Background: an optimization exercise with open tools, aiming at small area, a short achievable clock period and few clock cycles per item. Do not read the settings as production practice. In this exercise RTL edits were held to simulation tests only and were not proved equivalent to the original. Power and IR drop assume default switching activity.

==> design/flow/design.v <==
package noise_data_pkg;
	localparam int sample_w    = 8;   
	localparam int sum_w       = 14;  
	localparam int sq_sum_w    = 22;  
	localparam int var_w       = 16;  
	localparam int noise_sum_w = 20;  
	typedef struct packed {
		logic [sample_w-1:0] mean;
		logic [var_w-1:0]    variance;
		logic [3:0]          block_index;  
	} block_stat_t;
	typedef struct packed {
		logic [var_w-1:0] noise_level;
		logic [4:0]       block_count;  
	} noise_result_t;
endpackage
package noise_ctrl_pkg;
	localparam int block_samples   = 64;
	localparam int block_log2      = 6;
	localparam int addr_w          = 6;  
	localparam int max_blocks_log2 = 4;  
	typedef enum logic [1:0] {
		idle          = 2'd0,
		read_block    = 2'd1,  
		wait_for_mean = 2'd2,  
		drain         = 2'd3   
	} ctrl_state_t;
	typedef struct packed {
		logic                                bank;
		logic [7:0]                          mean;
		logic [max_blocks_log2-1:0]          block_index;
		logic                                last;  
	} variance_job_t;
endpackage
module noise_estimation_top (
	input  logic        clk,
	input  logic        rst_n,
	input  logic        start_of_frame,
	input  logic [2:0]  blocks_log2,
	input  logic        sample_valid,
	input  logic [7:0]  sample_data,
	output logic        sample_ready,
	output logic        block_stat_valid,
	output logic [27:0] block_stat,    
	output logic        noise_valid,
	output logic [20:0] noise_result   
);
	assign sample_ready = 1'b1;
	logic       v0;       
	logic [7:0] x0;       
	always_ff @(posedge clk or negedge rst_n) begin
		if (!rst_n) v0 <= 1'b0;
		else        v0 <= sample_valid;
	end
	always_ff @(posedge clk)
		x0 <= sample_valid ? sample_data : 8'd0;
	logic [5:0]  cnt;       
	logic        blk_done;  
	logic [13:0] s_acc;     
	logic [21:0] q_acc;     
	logic        first;
	logic [15:0] sq;
	assign first = (cnt == 6'd0);
	assign sq    = x0 * x0;
	always_ff @(posedge clk or negedge rst_n) begin
		if (!rst_n) begin
			cnt      <= '0;
			blk_done <= 1'b0;
		end else begin
			blk_done <= v0 && (&cnt);
			if (v0) cnt <= cnt + 1'b1;
		end
	end
	always_ff @(posedge clk) begin
		s_acc <= (first ? 14'd0 : s_acc) + {6'd0, x0};
		q_acc <= (first ? 22'd0 : q_acc) + {6'd0, sq};
	end
	logic [7:0]  mean_q;
	logic [5:0]  rem_q;
	logic [21:0] a_q;
	logic [3:0]  st;        
	logic        bv;        
	logic [14:0] p;
	logic        sel;
	logic [21:0] a_sub;
	assign p     = {mean_q, 6'd0} + {8'd0, rem_q, 1'b0};
	assign sel   = !st[3] && mean_q[st[2:0]];
	assign a_sub = a_q - (sel ? {7'd0, p} : 22'd0);
	always_ff @(posedge clk or negedge rst_n) begin
		if (!rst_n) begin
			st <= 4'd8;
			bv <= 1'b0;
		end else begin
			bv <= (st == 4'd7);
			if (blk_done)    st <= 4'd0;
			else if (!st[3]) st <= st + 1'b1;
		end
	end
	always_ff @(posedge clk) begin
		if (blk_done) begin
			mean_q <= s_acc[13:6];
			rem_q  <= s_acc[5:0];
			a_q    <= q_acc;
		end else begin
			a_q    <= {a_sub[0], a_sub[21:1]};
		end
	end
	logic [15:0] variance;
	assign variance = {a_q[13:0], a_q[21], a_q[20]};
	logic [3:0]  idx;
	logic [4:0]  bc;        
	logic        last;
	logic        nv;
	logic [17:0] nsum;      
	logic [17:0] vsh;
	assign last = bc[0] | (bc[1] & idx[0]) | (bc[2] & (&idx[1:0]))
	            | (bc[3] & (&idx[2:0])) | (bc[4] & (&idx));
	assign vsh = ({18{bc[0]}} & {       variance[13:0], 4'd0})
	           | ({18{bc[1]}} & {1'b0, variance[13:0], 3'd0})
	           | ({18{bc[2]}} & {2'b0, variance[13:0], 2'd0})
	           | ({18{bc[3]}} & {3'b0, variance[13:0], 1'd0})
	           | ({18{bc[4]}} & {4'b0, variance[13:0]});
	always_ff @(posedge clk or negedge rst_n) begin
		if (!rst_n) begin
			idx <= '0;
			nv  <= 1'b0;
		end else begin
			nv <= bv && last;
			if (start_of_frame) idx <= '0;
			else if (bv)        idx <= idx + 1'b1;
		end
	end
	always_ff @(posedge clk) begin
		if (start_of_frame)
			bc <= 5'd1 << blocks_log2;
		if (bv)
			nsum <= ((idx == 4'd0) ? 18'd0 : nsum) + vsh;
	end
	assign block_stat_valid = bv;
	assign block_stat       = {mean_q, variance, idx};
	assign noise_valid      = nv;
	assign noise_result     = {2'b00, nsum[17:4], bc};
endmodule
==> design/flow/run.sh <==
#!/bin/bash
# synth_recipe.tcl (not shown) runs the flow's synth.tcl, then flattens the netlist and writes it again
# the make line also repeats each setting of config.mk as NAME=value (left out here)
make -C /OpenROAD-flow-scripts/flow DESIGN_CONFIG=/design/flow/config.mk WORK_HOME=/design/flow/orfs CLKGATE_MAP_FILE= SYNTH_SCRIPT=/design/flow/synth_recipe.tcl finish
==> design/flow/config.mk <==
export PLATFORM = sky130hd
export DESIGN_NAME = noise_estimation_top
export DESIGN_NICKNAME = noise_estimation_top
export VERILOG_FILES = /design/flow/design.v
export SDC_FILE = /design/flow/constraint.sdc
export NUM_CORES = 4
export LEC_CHECK = 0
export CAP_MARGIN = 20
export CORE_MARGIN = 2
export CORE_UTILIZATION = 40
export SLEW_MARGIN = 20
==> design/flow/constraint.sdc <==
create_clock -name core_clock -period 8.0 [get_ports {clk}]
set_input_delay 1.6000 -clock core_clock [delete_from_list [all_inputs] [get_ports {clk}]]
set_output_delay 1.6000 -clock core_clock [all_outputs]
set_load 0.01 [all_outputs]
==> impl_results.html, run 1 <==
<table>
<tr><th>Metric</th><th>Value</th></tr>
<tr><th colspan="2">Timing</th></tr>
<tr><td>Total setup violations reported at the end of the flow</td><td>0</td></tr>
<tr><td>Minimum period implied by the final worst setup slack</td><td>5.417 ns</td></tr>
<tr><td>Worst clock skew on the final layout</td><td>0.01157 ns</td></tr>
<tr><td>Maximum clock frequency</td><td>184.6 MHz</td></tr>
<tr><td>Fin worst setup slack</td><td>2.583 ns</td></tr>
<tr><td>Share of the clock period used by the worst path after layout</td><td>67.71%</td></tr>
<tr><td>WHS</td><td>0.4205 ns</td></tr>
<tr><td>Final Hold Fails</td><td>0</td></tr>
<tr><td>Setup repair after global routing missed its margin</td><td>no</td></tr>
<tr><td>Setup TNS</td><td>0 ns</td></tr>
<tr><td>Worst-margin pin slew</td><td>0.9635 ns</td></tr>
<tr><td>Slew Limit Headroom</td><td>35.53%</td></tr>
<tr><td>Number of pins with negative max-slew slack in the final report</td><td>0</td></tr>
<tr><th colspan="2">Logic synthesis</th></tr>
<tr><td>Yosys warning total</td><td>1</td></tr>
<tr><td>Main combinational cell family by area after synthesis</td><td>adder cells</td></tr>
<tr><td>Main synth FF type</td><td>dfxtp_1</td></tr>
<tr><td>Sequential element share of the synthesized area</td><td>31.73%</td></tr>
<tr><td>Arithmetic-cell share of the synthesized area counting full adders, half adders and majority gates</td><td>21.23%</td></tr>
<tr><td>Simple-gate portion of the synthesized area</td><td>15.79%</td></tr>
<tr><td>Number of synthesized flops with an enable pin</td><td>37</td></tr>
<tr><td>Flip-flop and latch count after synthesis</td><td>121</td></tr>
<tr><td>Compound-Gate Fraction of Synth Area</td><td>14.43%</td></tr>
<tr><td>Number of standard cells after synthesis</td><td>965</td></tr>
<tr><td>Leading post-synthesis cells by cell area</td><td>dfxtp_1 15%, edfxtp_1 12%, ha_1 12%, fa_1 9.3%, xnor2_1 5.0%</td></tr>
<tr><td>Area of the mapped netlist</td><td>0.009089 sq mm</td></tr>
<tr><td>Top cell type's share of synthesized area</td><td>14.54%</td></tr>
<tr><td>Async set-or-reset flop fraction in the synthesized netlist</td><td>14.88%</td></tr>
<tr><td>Post-Synth XOR/XNOR Area</td><td>6.746%</td></tr>
<tr><td>Mean instance size in the synthesized netlist</td><td>9.418 sq um</td></tr>
<tr><td>Multiplexer fraction of the synthesized cell area</td><td>2.093%</td></tr>
<tr><td>Leading area contributor after synthesis</td><td>dfxtp_1</td></tr>
<tr><td>Distinct cell type count of the synthesized netlist</td><td>69</td></tr>
<tr><th colspan="2">Routing</th></tr>
<tr><td>Remaining antenna violation count after routing</td><td>0</td></tr>
<tr><td>Detailed-route wire length</td><td>19000 um</td></tr>
<tr><td>Number of DRC violations after detailed routing</td><td>0</td></tr>
<tr><td>Number of optimization iterations in the first detailed-route pass</td><td>5</td></tr>
<tr><td>Violation count after the first detailed-route iteration</td><td>309</td></tr>
<tr><td>Number of vias after detailed routing</td><td>6679</td></tr>
<tr><td>Drt via density</td><td>5.154</td></tr>
<tr><td>Post-DR wirelength/cell</td><td>14.66 um</td></tr>
<tr><th colspan="2">Global route</th></tr>
<tr><td>Leftover overflow at the end of global routing</td><td>0</td></tr>
<tr><td>Vias in the first global route</td><td>6540</td></tr>
<tr><td>Number of antenna violations at the first check in global routing</td><td>0</td></tr>
<tr><td>Pin count of the biggest net entering global routing</td><td>66</td></tr>
<tr><td>Total routing resource utilization after global routing</td><td>16.66%</td></tr>
<tr><td>Wire length of the first global-routing pass</td><td>32130 um</td></tr>
<tr><th colspan="2">Job</th></tr>
<tr><td>Max-capacitance violation count</td><td>0</td></tr>
<tr><th colspan="2">Placement</th></tr>
<tr><td>Half-perimeter wire length after detailed placement</td><td>14540 um</td></tr>
<tr><td>Placed cell count</td><td>1264</td></tr>
<tr><td>Last weighted congestion value of the routability-driven placer</td><td>0.8428</td></tr>
<tr><td>Count of input and output buffers</td><td>63</td></tr>
<tr><td>Pre-CTS setup slack</td><td>2.603 ns</td></tr>
<tr><th colspan="2">Clock network</th></tr>
<tr><td>CTS Sinks</td><td>121</td></tr>
<tr><td>Post-CTS clock slew at the launch and capture registers of the worst setup and hold paths</td><td>0.06 ns</td></tr>
<tr><td>Worst-Skew Late Latency</td><td>0.42 ns</td></tr>
<tr><td>Clock root buffer</td><td>clkbuf_16</td></tr>
<tr><td>Number of hold buffers added after cts</td><td>0</td></tr>
<tr><td>CTS tree</td><td>done</td></tr>
<tr><td>Clock buffer count from CTS</td><td>17</td></tr>
<tr><td>Number of gates resized after cts</td><td>0</td></tr>
<tr><td>Buffers inserted during post-CTS setup optimization</td><td>0</td></tr>
<tr><td>Clock Tree Buf Depth</td><td>2</td></tr>
<tr><td>H-tree lvl count</td><td>4</td></tr>
<tr><th colspan="2">Finish</th></tr>
<tr><td>Area growth from synthesis to layout</td><td>14.80%</td></tr>
<tr><td>Highest-count cells in the layout ignoring fill and taps</td><td>103 x inv_1, 87 x nand2_1, 87 x ha_1</td></tr>
<tr><td>Antenna diode count</td><td>0</td></tr>
<tr><td>Most common library cell in the layout ignoring fill and taps</td><td>inv_1</td></tr>
<tr><td>Share of post-route cells with drive strength above 1</td><td>5.638%</td></tr>
<tr><td>Layout fillers</td><td>2139</td></tr>
<tr><td>Non-filler cells in the finished layout</td><td>1296</td></tr>
<tr><td>Nets</td><td>1142</td></tr>
<tr><th colspan="2">Setup path</th></tr>
<tr><td>Setup Crit Path Kind</td><td>reg2reg</td></tr>
<tr><td>Flop2flop setup slack</td><td>2.58 ns</td></tr>
<tr><td>Critical Path End Type</td><td>register</td></tr>
<tr><td>Launching point of the worst reg2reg path</td><td>cnt[0]</td></tr>
<tr><td>Worst-path fanout max</td><td>32</td></tr>
<tr><td>Data required time of the critical path</td><td>8.34 ns</td></tr>
<tr><td>Sort of element at the start of the critical path</td><td>register</td></tr>
<tr><td>Delay of the slowest cell on the worst path</td><td>0.58 ns</td></tr>
<tr><td>FF-to-FF End</td><td>q_acc[20]</td></tr>
<tr><td>Worst-case reg-to-reg path depth</td><td>22</td></tr>
<tr><td>Slowest CP cell</td><td>fa_1</td></tr>
<tr><td>Arrival time at the worst endpoint</td><td>5.76 ns</td></tr>
<tr><td>Most numerous cell on the critical path</td><td>inv_1</td></tr>
<tr><td>Critical Path, Cell by Cell</td><td>inv_1, ha_1, nand2b_1, or4_1, buf_4, and2_1, fa_1, inv_1, fa_1, inv_1, ha_1, inv_1, fa_1, inv_1, ha_1, a211oi_1, o21ai_0, nor4b_1, a211oi_1, a21oi_1, nand3_1, mux2i_1</td></tr>
<tr><td>Number of buffers and inverters on the critical path</td><td>6</td></tr>
<tr><td>Top cell family by delay on the critical path</td><td>adder cells</td></tr>
<tr><th colspan="2">Floorplanning</th></tr>
<tr><td>FP Rows</td><td>55</td></tr>
<tr><td>DIE WIDTH</td><td>154.7 um</td></tr>
<tr><td>Initial cell density of the core</td><td>40.39%</td></tr>
<tr><td>Floorplan core area</td><td>0.02250 sq mm</td></tr>
<tr><td>Count of boundary I/O pins</td><td>67</td></tr>
<tr><td>Height of the die</td><td>154.7 um</td></tr>
<tr><td>Die outline area</td><td>0.02394 sq mm</td></tr>
<tr><th colspan="2">Pwr</th></tr>
<tr><td>Total power after layout</td><td>3.540 mW</td></tr>
<tr><td>Largest voltage drop on the vdd net</td><td>153.9 uV</td></tr>
<tr><td>PD cells</td><td>339.2 mW/mm^2</td></tr>
<tr><td>Static power due to leakage</td><td>4.561 nW</td></tr>
<tr><th colspan="2">Min path</th></tr>
<tr><td>Min-delay worst type</td><td>reg2reg</td></tr>
<tr><td>Min-delay src</td><td>s_acc[6]</td></tr>
<tr><td>Hold endpoint</td><td>mean_q[0]</td></tr>
<tr><td>Hold Path Stages</td><td>0</td></tr>
<tr><th colspan="2">Run status</th></tr>
<tr><td>Run status</td><td>no timing/DRC/antenna violations</td></tr>
</table>
## layer usage
layer | wire length [um] | GRT usage [%] | share of wire, %
met2 | 8946 | 28.51 | 47
met3 | 738 | 3.166 | 3.9
met5 | 0 | 0 | 0
met1 | 9116 | 21.93 | 48
met4 | 199 | 3.748 | 1.0
## through the flow
stage               area, sq um  util (%)
finish                    10430     46.37
global route              10430     46.37
CTS                       10430     46.37
detailed placement         9792     43.51
global placement           9792     43.51
floorplan                  9092         -
## flip-flops by register name, summed over array words and instances, names as in the netlist
register  count
st            4
idx           4
x0            8
bv            1
a_q          22
s_acc        14
blk_done      1
mean_q        8
cnt           6
q_acc        22
nsum         18
nv            1
v0            1
rem_q         6
bc            5
## where the power goes
group          leakage, nW  total (mW)  switching [mW]  internal (mW)
clock network        0.309       0.825           0.294          0.531
logic                 3.13        1.67           0.873          0.795
registers             1.13        1.05           0.212          0.835
## cell families (layout without fill, tap and decap cells)
| family | count (synthesis) | in the layout |
|---|---|---|
| AND/OR/NAND/NOR | 282 | 282 |
| XOR/XNOR | 70 | 70 |
| buffers and inverters | 158 | 203 |
| other | 2 | 3 |
| multiplexers | 16 | 16 |
| adder cells (fa/ha/maj) | 129 | 129 |
| AO/OA/AOI/OAI | 187 | 187 |
| flip-flops | 121 | 121 |
## final cells by class
cell class | count | area, sq um | share of cell area, %
Clock inverter | 12 | 162.7 | 1.559
Tap cell | 285 | 356.6 | 3.418
Timing Repair Buffer | 68 | 668.1 | 6.404
Inverter | 103 | 386.6 | 3.705
Multi-Input combinational cell | 687 | 5495 | 52.67
Clock buffer | 20 | 479.2 | 4.593
Sequential cell | 121 | 2885 | 27.65
## synth_stat cells, drive strengths merged, types with 3 or more instances
| library cell | n |
|---|---|
| dfrtp | 17 |
| o21bai | 9 |
| or3 | 5 |
| o31a | 3 |
| a221oi | 6 |
| nand3b | 3 |
| nand3 | 15 |
| nor2b | 33 |
| inv | 103 |
| a21oi | 31 |
| a222oi | 12 |
| a31oi | 3 |
| nor3 | 9 |
| a211oi | 6 |
| o21a | 7 |
| a21o | 19 |
| xnor2 | 52 |
| mux2i | 10 |
| mux2 | 4 |
| and2 | 45 |
| buf | 37 |
| clkbuf | 18 |
| nand2 | 87 |
| dfxtp | 66 |
| xor2 | 18 |
| a22oi | 14 |
| ha | 87 |
| nand4 | 7 |
| a2111oi | 3 |
| o31ai | 4 |
| or2 | 3 |
| fa | 42 |
| nor3b | 4 |
| and3 | 7 |
| nor4 | 6 |
| edfxtp | 37 |
| nor2 | 48 |
| a21boi | 4 |
| o21ai | 46 |
| nand2b | 6 |
## worst max path at each step
stage                     startpoint         to  cells past startpoint
final                         cnt[0]  q_acc[20]                     22
after global routing          cnt[1]  q_acc[20]                     22
after CTS                     cnt[0]  q_acc[20]                     22
after detailed placement      cnt[0]  q_acc[20]                     22
after global placement        cnt[0]  q_acc[20]                     22
after floorplan               cnt[0]  q_acc[21]                     20
Testbench counts, summed over its fixed seeds: cycles 37,632, samples 36,864.
==> run 2: changes to the inputs <==
--- a/design/flow/config.mk
+++ b/design/flow/config.mk
@@ -8,4 +8,5 @@
 export CAP_MARGIN = 20
 export CORE_MARGIN = 2
-export CORE_UTILIZATION = 40
+export CORE_UTILIZATION = 70
+export CTS_BUF_LIST = sky130_fd_sc_hd__clkbuf_4 sky130_fd_sc_hd__clkbuf_8
 export SLEW_MARGIN = 20
==> impl_results.html, run 2 <==
<table>
<tr><th>Metric</th><th>Value</th></tr>
<tr><th colspan="2">Placement</th></tr>
<tr><td>Pre-CTS setup slack</td><td>2.108 ns (-0.4946 ns)</td></tr>
<tr><td>Count of input and output buffers</td><td>63 (unchanged)</td></tr>
<tr><td>Last weighted congestion value of the routability-driven placer</td><td>0.9201 (+9.2%)</td></tr>
<tr><td>Half-perimeter wire length after detailed placement</td><td>15050 um (+3.5%)</td></tr>
<tr><th colspan="2">Logic synthesis</th></tr>
<tr><td>Sequential element share of the synthesized area</td><td>31.73% (unchanged)</td></tr>
<tr><td>Top cells by instance count after synthesis</td><td>103 x inv_1, 87 x ha_1, 87 x nand2_1, 66 x dfxtp_1, 52 x xnor2_1</td></tr>
<tr><td>Async set-or-reset flop fraction in the synthesized netlist</td><td>14.88% (unchanged)</td></tr>
<tr><td>Number of standard cells after synthesis</td><td>965 (unchanged)</td></tr>
<tr><td>Main synth FF type</td><td>dfxtp_1</td></tr>
<tr><td>Yosys warning total</td><td>1 (unchanged)</td></tr>
<tr><td>Leading area contributor after synthesis</td><td>dfxtp_1</td></tr>
<tr><td>Area of the mapped netlist</td><td>0.009089 sq mm (unchanged)</td></tr>
<tr><td>Flip-flop and latch count after synthesis</td><td>121 (unchanged)</td></tr>
<tr><td>Distinct cell type count of the synthesized netlist</td><td>69 (unchanged)</td></tr>
<tr><td>Mean instance size in the synthesized netlist</td><td>9.418 sq um (unchanged)</td></tr>
<tr><td>Top cell type's share of synthesized area</td><td>14.54% (unchanged)</td></tr>
<tr><td>Leading post-synthesis cells by cell area</td><td>dfxtp_1 15%, edfxtp_1 12%, ha_1 12%, fa_1 9.3%, xnor2_1 5.0%</td></tr>
<tr><td>Most numerous cell in the Yosys netlist</td><td>inv_1</td></tr>
<tr><td>Number of synthesized flops with an enable pin</td><td>37 (unchanged)</td></tr>
<tr><th colspan="2">Finish</th></tr>
<tr><td>Highest-count cells in the layout ignoring fill and taps</td><td>103 x inv_1, 87 x nand2_1, 87 x ha_1</td></tr>
<tr><td>Nets</td><td>1141 (-0.088%)</td></tr>
<tr><td>Layout fillers</td><td>870 (-59%)</td></tr>
<tr><td>Antenna diode count</td><td>0 (unchanged)</td></tr>
<tr><td>Share of post-route cells with drive strength above 1</td><td>5.743% (+0.10 points)</td></tr>
<tr><td>Biggest registers after layout</td><td>a_q: 22 flops, q_acc: 22 flops, nsum: 18 flops</td></tr>
<tr><td>Total area of multi-input combinational cells</td><td>0.005495 sq mm (unchanged)</td></tr>
<tr><td>Most common library cell in the layout ignoring fill and taps</td><td>inv_1</td></tr>
<tr><td>Sequential Area</td><td>0.002885 sq mm (unchanged)</td></tr>
<tr><td>Core Util, Final</td><td>79.14% (+33 points)</td></tr>
<tr><td>Area growth from synthesis to layout</td><td>10.34%</td></tr>
<tr><th colspan="2">Floorplanning</th></tr>
<tr><td>Height of the die</td><td>117.9 um (-24%)</td></tr>
<tr><td>Initial cell density of the core</td><td>71.73% (+31 points)</td></tr>
<tr><td>Floorplan core area</td><td>0.01267 sq mm (-44%)</td></tr>
<tr><td>DIE WIDTH</td><td>117.9 um (-24%)</td></tr>
<tr><td>Die outline area</td><td>0.01391 sq mm (-42%)</td></tr>
<tr><td>FP Rows</td><td>41 (-25%)</td></tr>
<tr><td>Count of boundary I/O pins</td><td>67 (unchanged)</td></tr>
<tr><th colspan="2">Clock network</th></tr>
<tr><td>CTS Sinks</td><td>121 (unchanged)</td></tr>
<tr><td>Number of gates resized after cts</td><td>0 (unchanged)</td></tr>
<tr><td>CTS tree</td><td>done</td></tr>
<tr><td>Number of hold buffers added after cts</td><td>0 (unchanged)</td></tr>
<tr><td>Worst-Skew Late Latency</td><td>0.46 ns (+0.04 ns)</td></tr>
<tr><td>Clock Tree Buf Depth</td><td>2 (unchanged)</td></tr>
<tr><td>Buffers inserted during post-CTS setup optimization</td><td>0 (unchanged)</td></tr>
<tr><td>H-tree lvl count</td><td>4 (unchanged)</td></tr>
<tr><td>Clock buffer count from CTS</td><td>17 (unchanged)</td></tr>
<tr><td>Clock root buffer</td><td>clkbuf_8</td></tr>
<tr><td>Post-CTS clock slew at the launch and capture registers of the worst setup and hold paths</td><td>0.09 ns (+0.03 ns)</td></tr>
<tr><th colspan="2">Timing</th></tr>
<tr><td>Final Hold Fails</td><td>0 (unchanged)</td></tr>
<tr><td>Maximum clock frequency</td><td>167.5 MHz (-9.3%)</td></tr>
<tr><td>Worst-margin pin slew</td><td>0.9923 ns (+0.02880 ns)</td></tr>
<tr><td>Share of the clock period used by the worst path after layout</td><td>74.61% (+6.9 points)</td></tr>
<tr><td>Fin worst setup slack</td><td>2.031 ns (-0.5524 ns)</td></tr>
<tr><td>Slew Limit Headroom</td><td>33.85% (-1.7 points)</td></tr>
<tr><td>Total setup violations reported at the end of the flow</td><td>0 (unchanged)</td></tr>
<tr><td>Setup TNS</td><td>0 ns (unchanged)</td></tr>
<tr><td>Setup repair after global routing missed its margin</td><td>no</td></tr>
<tr><td>Minimum period implied by the final worst setup slack</td><td>5.969 ns (+0.5524 ns)</td></tr>
<tr><td>Worst clock skew on the final layout</td><td>0.01096 ns (-0.0006151 ns)</td></tr>
<tr><td>Number of pins with negative max-slew slack in the final report</td><td>0 (unchanged)</td></tr>
<tr><td>WHS</td><td>0.4285 ns (+0.008070 ns)</td></tr>
<tr><th colspan="2">Global route</th></tr>
<tr><td>Vias in the first global route</td><td>7293 (+12%)</td></tr>
<tr><td>Number of antenna violations at the first check in global routing</td><td>0 (unchanged)</td></tr>
<tr><td>Wire length of the first global-routing pass</td><td>33540 um (+4.4%)</td></tr>
<tr><td>Pin count of the biggest net entering global routing</td><td>66 (unchanged)</td></tr>
<tr><td>Total routing resource utilization after global routing</td><td>29.84% (+13 points)</td></tr>
<tr><td>Leftover overflow at the end of global routing</td><td>0 (unchanged)</td></tr>
<tr><th colspan="2">Job</th></tr>
<tr><td>Max-capacitance violation count</td><td>0 (unchanged)</td></tr>
<tr><th colspan="2">Run status</th></tr>
<tr><td>Run status</td><td>no timing/DRC/antenna violations</td></tr>
<tr><th colspan="2">Setup path</th></tr>
<tr><td>Setup Crit Path Kind</td><td>reg2reg</td></tr>
<tr><td>Arrival time at the worst endpoint</td><td>6.36 ns (+0.60 ns)</td></tr>
<tr><td>Critical Path, Cell by Cell</td><td>inv_1, ha_1, nand2b_1, or4_1, and2_1, fa_1, inv_1, fa_1, inv_1, ha_1, inv_1, fa_1, inv_1, ha_1, a211oi_1, o21ai_0, nor4b_1, a211oi_1, a21oi_1, nand3_1, mux2i_1</td></tr>
<tr><td>Data required time of the critical path</td><td>8.39 ns (+0.05 ns)</td></tr>
<tr><td>Number of buffers and inverters on the critical path</td><td>5 (-1)</td></tr>
<tr><td>Critical Path End Type</td><td>register</td></tr>
<tr><td>Top cell family by delay on the critical path</td><td>adder cells</td></tr>
<tr><td>Slowest CP cell</td><td>or4_1</td></tr>
<tr><td>Sort of element at the start of the critical path</td><td>register</td></tr>
<tr><td>Delay of the slowest cell on the worst path</td><td>0.87 ns (+0.29 ns)</td></tr>
<tr><td>Most numerous cell on the critical path</td><td>inv_1</td></tr>
<tr><td>Worst-path fanout max</td><td>32 (unchanged)</td></tr>
<tr><th colspan="2">Pwr</th></tr>
<tr><td>PD cells</td><td>332.5 mW/mm^2 (-2.0%)</td></tr>
<tr><td>Largest voltage drop on the vdd net</td><td>255.4 uV (+66%)</td></tr>
<tr><td>Static power due to leakage</td><td>4.450 nW (-2.4%)</td></tr>
<tr><th colspan="2">Routing</th></tr>
<tr><td>Number of DRC violations after detailed routing</td><td>0 (unchanged)</td></tr>
<tr><td>Detailed-route wire length</td><td>19800 um (+4.2%)</td></tr>
<tr><td>Violation count after the first detailed-route iteration</td><td>687 (+120%)</td></tr>
<tr><td>Drt via density</td><td>6.004 (+17%)</td></tr>
<tr><td>Remaining antenna violation count after routing</td><td>0 (unchanged)</td></tr>
<tr><td>Number of optimization iterations in the first detailed-route pass</td><td>5 (unchanged)</td></tr>
<tr><td>Number of vias after detailed routing</td><td>7097 (+6.3%)</td></tr>
<tr><td>Post-DR wirelength/cell</td><td>16.75 um (+14%)</td></tr>
<tr><th colspan="2">Min path</th></tr>
<tr><td>Min-delay worst type</td><td>reg2reg</td></tr>
</table>
[run 2: cell count changes in the layout (fill, tap and decap cells not counted), sizes merged]
cell      before  now
inv          105  114
buf            5    4
clkinv         6    3
bufinv         3    1
clkinvlp       1    0
clkbuf        20   17
[run 2: through the flow]
step	cells	cell area [sq um]	power, mW
6_report	1182	10030	3.335
5_1_grt	1182	10030	3.595
4_1_cts	1182	10030	3.327
3_5_place_dp	1150	9643	2.761
3_3_place_gp	1150	9643	2.647
2_1_floorplan	966	9092	2.352
[run 2: worst reg2reg max path: cells and delay by family (launching register included)]
family / cells / cell delay (ns)
multiplexers: 1 / 0.18
AND/OR/NAND/NOR: 5 / 1.62
adder cells (fa/ha/maj): 6 / 2.29
flip-flops: 1 / 0.44
AO/OA/AOI/OAI: 4 / 1.08
buffers and inverters: 5 / 0.28
[run 2: layout make-up]
type / count / share of cell area [%]
clock buffer: 17 / 2.333
clock inverter: 15 / 1.510
inverter: 103 / 3.855
multi-input combinational: 687 / 54.80
sequential: 121 / 28.77
tap: 172 / 2.146
timing repair buffer: 67 / 6.588
[run 2: layer usage]
metal  vias up  part of all wire [%]  track usage (%)
li1       3366                     -                -
met1      3436                    41            35.09
met2       241                    52            53.49
met3        54                   5.1            4.893
met4         0                   2.7            13.25
met5         -                     0                0
[run 2: cell families (layout without fill, tap and decap cells)]
family | count (synthesis) | after routing | synth area share (%)
AND/OR/NAND/NOR | 282 | 282 | 15.79
AO/OA/AOI/OAI | 187 | 187 | 14.43
buffers and inverters | 158 | 202 | 7.902
adder cells (fa/ha/maj) | 129 | 129 | 21.23
flip-flops | 121 | 121 | 31.73
XOR/XNOR | 70 | 70 | 6.746
multiplexers | 16 | 16 | 2.092
other | 2 | 3 | 0.08263
[run 2: path summary, 6_finish.rpt]
kind	from	to	slack [ns]	cells past startpoint
max	cnt[0]	q_acc[20]	2.03	21
min	s_acc[0]	rem_q[0]	0.43	0
max reg2reg	cnt[0]	q_acc[20]	2.03	21
min reg2reg	s_acc[0]	rem_q[0]	0.43	0
max in group asynchronous	rst_n	blk_done	5.75	1
min in group asynchronous	rst_n	cnt[4]	1.65	1
[run 2: where the power goes]
| part | internal (mW) | leakage, nW | switching [mW] | total [mW] |
|---|---|---|---|---|
| combinational | 0.807 | 3.12 | 0.931 | 1.74 |
| sequential | 0.834 | 1.13 | 0.212 | 1.05 |
| clock | 0.258 | 0.203 | 0.293 | 0.551 |

[re-timing with driven ports]
The flow's constraints put no driver on any port. The routed layouts listed below were extracted and timed again, unchanged, in two steps.
Step 1: set_driving_cell puts a clkbuf_16 on clk and a buf_2 on each other input, an assumption about the parent block.
Step 2, shift: input delay + t, output delay - t, t = (earliest + latest rising clock arrival at the registers) / 2. This alone moves slack from input paths to output paths.
Slacks: ideal / step 1 / step 2; pairs: ideal / step 1.
run	t, ns	setup WS [ns]	cell pins on the clock port's net
run 1	0.457	2.583 / 2.583 / 2.583	1
run 2	0.491	2.031 / 2.031 / 2.031	1
After both steps every run listed still meets setup and hold.
